Source: an optimization exercise on an open RTL-to-GDS flow (aim: small area, a short achievable clock period and few clock cycles per item). Production flows keep margins and buffers that such runs may drop.
The RTL was checked by simulation tests, not by an equivalence proof against the original design.

## rgb_luma_range_compress_top
module rgb_luma_range_compress_top (
  input  wire logic        clk,
  input  wire logic        rst_n,
  input  wire logic        in_tvalid,
  output logic             in_tready,
  input  wire logic [23:0] in_tdata,
  output logic             out_tvalid,
  input  wire logic        out_tready,
  output logic [23:0]      out_tdata
);
Size: about 990 cells after synthesis, about 110 flip-flops, roughly 54 I/O pins, ~0.011 sq mm of cells after synthesis.
==> flow/config.mk <==
export PLATFORM = sky130hd
export DESIGN_NAME = rgb_luma_range_compress_top
export DESIGN_NICKNAME = rgb_luma_range_compress_top
export VERILOG_FILES = /design/flow/design.v
export SDC_FILE = /design/flow/constraint.sdc
export NUM_CORES = 4
export LEC_CHECK = 0
export CAP_MARGIN = 20
export CORE_MARGIN = 2
export CORE_UTILIZATION = 40
export SETUP_SLACK_MARGIN = 2.4
export SLEW_MARGIN = 20
==> flow/constraint.sdc <==
create_clock -name core_clock -period 7.0 [get_ports {clk}]
set_input_delay 1.4000 -clock core_clock [delete_from_list [all_inputs] [get_ports {clk}]]
set_output_delay 1.4000 -clock core_clock [all_outputs]
set_load 0.01 [all_outputs]
standard.sh (not shown) runs the stock make flow with config.mk's settings and CLKGATE_MAP_FILE= SYNTH_SCRIPT=/design/flow/synth_recipe.tcl, a recipe that flattens the netlist after the stock synthesis.
==> flow/flow/run.sh <==
#!/bin/bash
# Own layout flow: the standard ORFS flow (standard.sh) with three synthesis changes.
#  1. Yosys's "synth -run fine:" runs with -noabc, so the full adders that the RTL writes
#     through its function fa() reach extract_fa as written.
#  2. extract_fa only looks at the cells made from fa() (selected by their source line),
#     so the carry-propagate adders and the rest stay plain logic for ABC.
#  3. If flow/abc.script exists, ABC maps the logic with it instead of ORFS's script.
#  4. Half-adder cells are don't-use (dontuse.txt: the platform's list plus
#     sky130_fd_sc_hd__ha_*), so only full adders are extracted.
# Registers, their names and their cell types are those of the standard synthesis.
# make's output goes to make.log here; ORFS writes each step's log under orfs/logs.
set -euo pipefail
W=$PWD
LINE=$(grep -n 'function automatic logic \[1:0\] fa(' design.v | head -1 | cut -d: -f1)
{
  echo 'proc synth {args} {'
  echo '  if {[lsearch -exact $args "fine:"] >= 0} {'
  echo '    yosys synth -nofsm -noshare -noabc {*}$args'
  echo '  } else {'
  echo '    yosys synth -nofsm -noshare {*}$args'
  echo '  }'
  echo '}'
  if [[ -n "$LINE" ]]; then
    echo "proc extract_fa {args} { yosys extract_fa {*}\$args a:src=*design.v:$LINE.* }"
  fi
  if [[ -f flow/abc.script ]]; then
    # ABC runs flow/abc.script in place of the ORFS script (same arguments otherwise)
    echo "proc abc {args} { set i [lsearch -exact \$args -script]; if {\$i >= 0} { lset args [expr {\$i+1}] $W/flow/abc.script }; yosys abc {*}\$args }"
  fi
  tail -n +2 synth_recipe.tcl
} > my_synth.tcl
sed -e "s#SYNTH_SCRIPT=[^ ]*#SYNTH_SCRIPT=$W/my_synth.tcl#" standard.sh > my_standard.sh
DU="$(cat flow/dontuse.txt)"
EXTRA=()
if [[ -f flow/extra.mk ]]; then
  while read -r line; do [[ -n "$line" ]] && EXTRA+=("$line"); done < flow/extra.mk
fi
bash my_standard.sh "DONT_USE_CELLS=$DU" "${EXTRA[@]}" finish > make.log 2>&1
==> flow/flow/extra.mk <==
BUFFER_PORTS_ARGS=-buffer_cell sky130_fd_sc_hd__buf_1
MATCH_CELL_FOOTPRINT=0
Other scripts of this flow, unchanged in this note and not shown: flow/flow/abc.script, flow/flow/dontuse.txt
Testbench counts at the start, summed over its fixed seeds: cycles 16,032, items 16,000.
Next try:
==> flow/flow/extra.mk (replaced) <==
BUFFER_PORTS_ARGS=-buffer_cell sky130_fd_sc_hd__buf_1
--- a/flow/config.mk
+++ b/flow/config.mk
@@ -9,4 +9,5 @@
 export CORE_MARGIN = 2
 export CORE_UTILIZATION = 40
-export SETUP_SLACK_MARGIN = 2.4
+export SETUP_SLACK_MARGIN = 2.6
 export SLEW_MARGIN = 20
+export TNS_END_PERCENT = 10
Effect: Critical path depth stays the same; worst setup slack is better by 0.0095 ns; cell area goes up by 2.8%; worst hold slack hardly moves; cell count goes up by 2.2%.
Next try:
--- a/flow/config.mk
+++ b/flow/config.mk
@@ -8,6 +8,6 @@
 export CAP_MARGIN = 20
 export CORE_MARGIN = 2
-export CORE_UTILIZATION = 40
-export SETUP_SLACK_MARGIN = 2.6
+export CORE_UTILIZATION = 50
+export PLACE_DENSITY = 0.65
+export SETUP_SLACK_MARGIN = 2.4
 export SLEW_MARGIN = 20
-export TNS_END_PERCENT = 10
Effect:
- cell area drops by 2.1%
- worst hold slack gets better by 0.0078 ns
- wire length drops by 2.1%
- count of clock-buffer cells in the layout is unchanged
- worst setup slack gets worse by 0.063 ns
- non-clock buffer count drops by 8
- final cell count drops by 7.2%
- via count is about the same
Next try:
--- a/flow/config.mk
+++ b/flow/config.mk
@@ -8,6 +8,5 @@
 export CAP_MARGIN = 20
 export CORE_MARGIN = 2
-export CORE_UTILIZATION = 50
-export PLACE_DENSITY = 0.65
-export SETUP_SLACK_MARGIN = 2.4
+export CORE_UTILIZATION = 40
+export SETUP_SLACK_MARGIN = 2.5
 export SLEW_MARGIN = 20
Final area came out higher by 0.76%.
Clock-buffer cell count does not change.
Utilization came out lower by 12 points.
Global-route usage came out lower by 3.1 points.
Die area came out higher by about 24%.
Via count came out lower by 1.6%.
Next try:
--- a/flow/config.mk
+++ b/flow/config.mk
@@ -9,4 +9,4 @@
 export CORE_MARGIN = 2
 export CORE_UTILIZATION = 40
-export SETUP_SLACK_MARGIN = 2.5
+export SETUP_SLACK_MARGIN = 2.2
 export SLEW_MARGIN = 20
Outcome: The changed run finished clean. Cell area shrinks by a few percent. Clock-buffer cell count stays the same. Setup slack degrades by 0.13 ns. Die area stays the same. Final cell count shrinks by a few percent. Worst hold slack hardly moves. Routed wire length shrinks by a few percent. Area after synthesis does not change.

[re-timing with driven ports]
How much do the figures lean on ideal ports? The routed layouts below were timed once more, with nothing changed but the port constraints.
Step 1 sets driving cells, clkbuf_16 on the clock port and buf_2 on the other inputs (assumed; they add their load-dependent delay and slew).
Step 2 moves the port delays by t, midway between the first and last clock arrival at a register: inputs arrive t later, outputs are due t later. That takes back most of the time a late clock gives input paths.
a / b / c = no drivers / after step 1 / after step 2; a / b = the first two.
run	shift t [ns]	setup WS [ns]	worst setup path at the end	worst data-port slew with drivers (ns)	pins driven straight from the clock port
the first run	0.392	2.588 / 2.588 / 2.588	register to register	0.03	1
the second run	0.394	2.597 / 2.597 / 2.597	register to register	0.03	1
the third run	0.394	2.534 / 2.534 / 2.534	register to register	0.03	1
the fourth run	0.394	2.579 / 2.579 / 2.579	register to register	0.03	1
the fifth run	0.389	2.451 / 2.451 / 2.451	register to register	0.03	1
After both steps setup and hold are still met in every run listed.
